This design comes from an exercise in tuning for small area on the open sky130 flow, not from production work.

== old ==
==> module aes_key_sched_ctrl, before the edit <==
module aes_key_sched_ctrl #(
  parameter int NR = 10
) (
  input  logic         clk,
  input  logic         rst_n,
  input  logic         key_valid,
  output logic         key_ready,
  input  logic [127:0] key_in,
  output logic [31:0]  sw_out,
  input  logic [31:0]  sw_in,
  input  logic         rk_req,
  input  logic [3:0]   rk_idx,
  output logic         rk_valid,
  output logic [127:0] rk_data,
  output logic         rk_err,
  output logic         busy,
  output logic         keys_ready
);
  localparam int NL = 7;    
  logic         busy_q, ready_q;
  logic [3:0]   cnt;        
  logic [31:0]  e [0:NL-1];
  logic [31:0]  o [0:NL-1];
  logic         accept;
  logic [7:0]   rcon;
  logic [31:0]  w0, w1, w2, w3, t;
  logic [3:0]   ridx;
  logic [2:0]   ph;
  logic [4:0]   sum;
  logic [2:0]   pa;
  logic         idx_ok, odd;
  logic [NL-1:0] ha, hb, hea, hoa;
  logic [127:0] rd;
  assign busy       = busy_q;
  assign keys_ready = ready_q;
  assign key_ready  = ~busy_q;
  assign accept     = key_valid & ~busy_q;
  assign w0 = key_in[127:96];
  assign w1 = key_in[95:64];
  assign w2 = key_in[63:32];
  assign w3 = key_in[31:0];
  always_comb begin
    rcon = '0;
    if (cnt < 4'd8) rcon[cnt[2:0]] = 1'b1;
    if (cnt == 4'd8) rcon = 8'h1b;
    if (cnt == 4'd9) rcon = 8'h36;
  end
  assign t = sw_in ^ {rcon, 24'h0};
  always_comb begin
    ridx   = busy_q ? cnt : rk_idx;
    idx_ok = (ridx <= 4'(NR));
    odd    = ridx[0];
    ph     = (cnt <= 4'd6) ? 3'(4'd6 - cnt) : 3'(4'd13 - cnt);
    sum    = {2'b00, ph} + {1'b0, ridx};
    pa     = (sum >= 5'd14) ? 3'(sum - 5'd14) : (sum >= 5'd7) ? 3'(sum - 5'd7) : sum[2:0];
    for (int i = 0; i < NL; i++) begin
      ha[i] = idx_ok && pa == 3'(i);
      hb[i] = idx_ok && pa == 3'((i + 1) % NL);
    end
    hea = odd ? ha : hb;
    hoa = odd ? hb : ha;
  end
  aes_ks_window u_window (
    .e   ({e[6], e[5], e[4], e[3], e[2], e[1], e[0]}),
    .o   ({o[6], o[5], o[4], o[3], o[2], o[1], o[0]}),
    .hea (hea),
    .hoa (hoa),
    .odd (odd),
    .rd  (rd)
  );
  assign sw_out = {rd[23:0], rd[31:24]};
  always_ff @(posedge clk) begin
    rk_data <= rd;
    for (int i = 0; i < NL - 1; i++) begin
      e[i] <= e[i + 1];
      o[i] <= o[i + 1];
    end
    e[NL-1] <= (busy_q && !cnt[0]) ? e[3] ^ t : e[0];
    o[NL-1] <= (busy_q &&  cnt[0]) ? o[3] ^ t : o[0];
    if (accept) begin
      e[3]    <= w0 ^ w1 ^ w2 ^ w3;   
      e[5]    <= w2 ^ w3;             
      o[4]    <= w1 ^ w3;             
      o[NL-1] <= w3;                  
      cnt     <= 4'd0;
    end else begin
      cnt <= (cnt == 4'd13) ? 4'd0 : cnt + 4'd1;
    end
  end
  always_ff @(posedge clk or negedge rst_n) begin
    if (!rst_n) begin
      busy_q   <= 1'b0;
      ready_q  <= 1'b0;
      rk_valid <= 1'b0;
      rk_err   <= 1'b0;
    end else begin
      rk_valid <= ready_q & rk_req;
      rk_err   <= ready_q & rk_req & (rk_idx > 4'(NR));
      if (accept) begin
        busy_q  <= 1'b1;
        ready_q <= 1'b0;
      end else if (busy_q && cnt == 4'(NR - 1)) begin
        busy_q  <= 1'b0;
        ready_q <= 1'b1;
      end
    end
  end
endmodule
==> flow/config.mk <==
export PLATFORM = sky130hd
export DESIGN_NAME = aes_key_sched_ctrl
export DESIGN_NICKNAME = aes_key_sched_ctrl
export VERILOG_FILES = /design/flow/design.v
export SDC_FILE = /design/flow/constraint.sdc
export NUM_CORES = 4
export LEC_CHECK = 0
export CAP_MARGIN = 20
export CORE_MARGIN = 2
export CORE_UTILIZATION = 40
export SLEW_MARGIN = 20
export SYNTH_HIERARCHICAL = 1
==> flow/constraint.sdc <==
create_clock -name core_clock -period 7.5 [get_ports {clk}]
set_input_delay 1.5000 -clock core_clock [delete_from_list [all_inputs] [get_ports {clk}]]
set_output_delay 1.5000 -clock core_clock [all_outputs]
set_load 0.01 [all_outputs]
standard.sh (not shown) runs the stock make flow with config.mk's settings and CLKGATE_MAP_FILE= SYNTH_SCRIPT=/design/flow/synth_recipe.tcl, a recipe that flattens the netlist after the stock synthesis.
==> flow/flow/run.sh <==
#!/bin/bash
# Standard ORFS layout (the standard.sh, standard synthesis unchanged) with
# two changes: port buffers use the smallest buffer, and the clock tree uses
# clkbuf_8 with sink clusters of at most 16 and no dummy loads.
set -euo pipefail
export BUFFER_PORTS_ARGS="-buffer_cell sky130_fd_sc_hd__buf_1"
export CTS_ARGS="-sink_clustering_enable -repair_clock_nets -dont_use_dummy_load -buf_list sky130_fd_sc_hd__clkbuf_8 -sink_clustering_size 16 -sink_clustering_max_diameter 60"
bash standard.sh > standard.log 2>&1
old: flow completed, timing, DRC and antenna clean
Input-level comparison between new and old:
--- a/flow/design.v
+++ b/flow/design.v
@@ -39,12 +39,21 @@
   assign w1 = key_in[95:64];
   assign w2 = key_in[63:32];
   assign w3 = key_in[31:0];
   always_comb begin
-    rcon = '0;
-    if (cnt < 4'd8) rcon[cnt[2:0]] = 1'b1;
-    if (cnt == 4'd8) rcon = 8'h1b;
-    if (cnt == 4'd9) rcon = 8'h36;
+    case (cnt)
+      4'd0:    rcon = 8'h01;
+      4'd1:    rcon = 8'h02;
+      4'd2:    rcon = 8'h04;
+      4'd3:    rcon = 8'h08;
+      4'd4:    rcon = 8'h10;
+      4'd5:    rcon = 8'h20;
+      4'd6:    rcon = 8'h40;
+      4'd7:    rcon = 8'h80;
+      4'd8:    rcon = 8'h1b;
+      4'd9:    rcon = 8'h36;
+      default: rcon = 8'h00;
+    endcase
   end
   assign t = sw_in ^ {rcon, 24'h0};
   always_comb begin
     ridx   = busy_q ? cnt : rk_idx;
==> summary.txt <==
- new: sequential area share after synthesis 0.39 points above old
- Later-pin clock latency in the skew report for new: 30 ps down relative to old
- new ended with less compound-cell area share of the yosys netlist than old.
- Compared with old, new shows wire length the detailed router placed on met1 lower by 480 µm.
- Highest achievable clock rate in new vs old: up 0.00073 GHz
- Fraction of final layout cells with drive strength greater than 1: new < old
- new against old: final worst clock skew +29 ps.
Function was not checked in any run of this note: the RTL went through the layout flow alone.

## static timing again, ports no longer ideal
Ports are ideal in the flow. The routed layouts listed here were re-timed in OpenROAD. Step 1, drivers: a clkbuf_16 drives clk and a buf_2 each remaining input, both assumed. Step 2 adds t to the input delays and takes it off the output delays; t is the mean of the earliest and latest rising clock arrival at the registers after step 1. Input paths then give back, and output paths get back, about the clock's delay inside the block. Three values: ideal, step 1, step 2; two values: the first two.
run	t, ns	slack for setup (ns)	clock arrival spread, ns	worst register clock-pin slew, ns
old	0.691	0.218 / 0.195 / 0.195	0.088 / 0.087	0.11 / 0.11
new	0.675	0.257 / 0.234 / 0.234	0.130 / 0.129	0.11 / 0.11
After both steps every run listed still meets setup and hold.
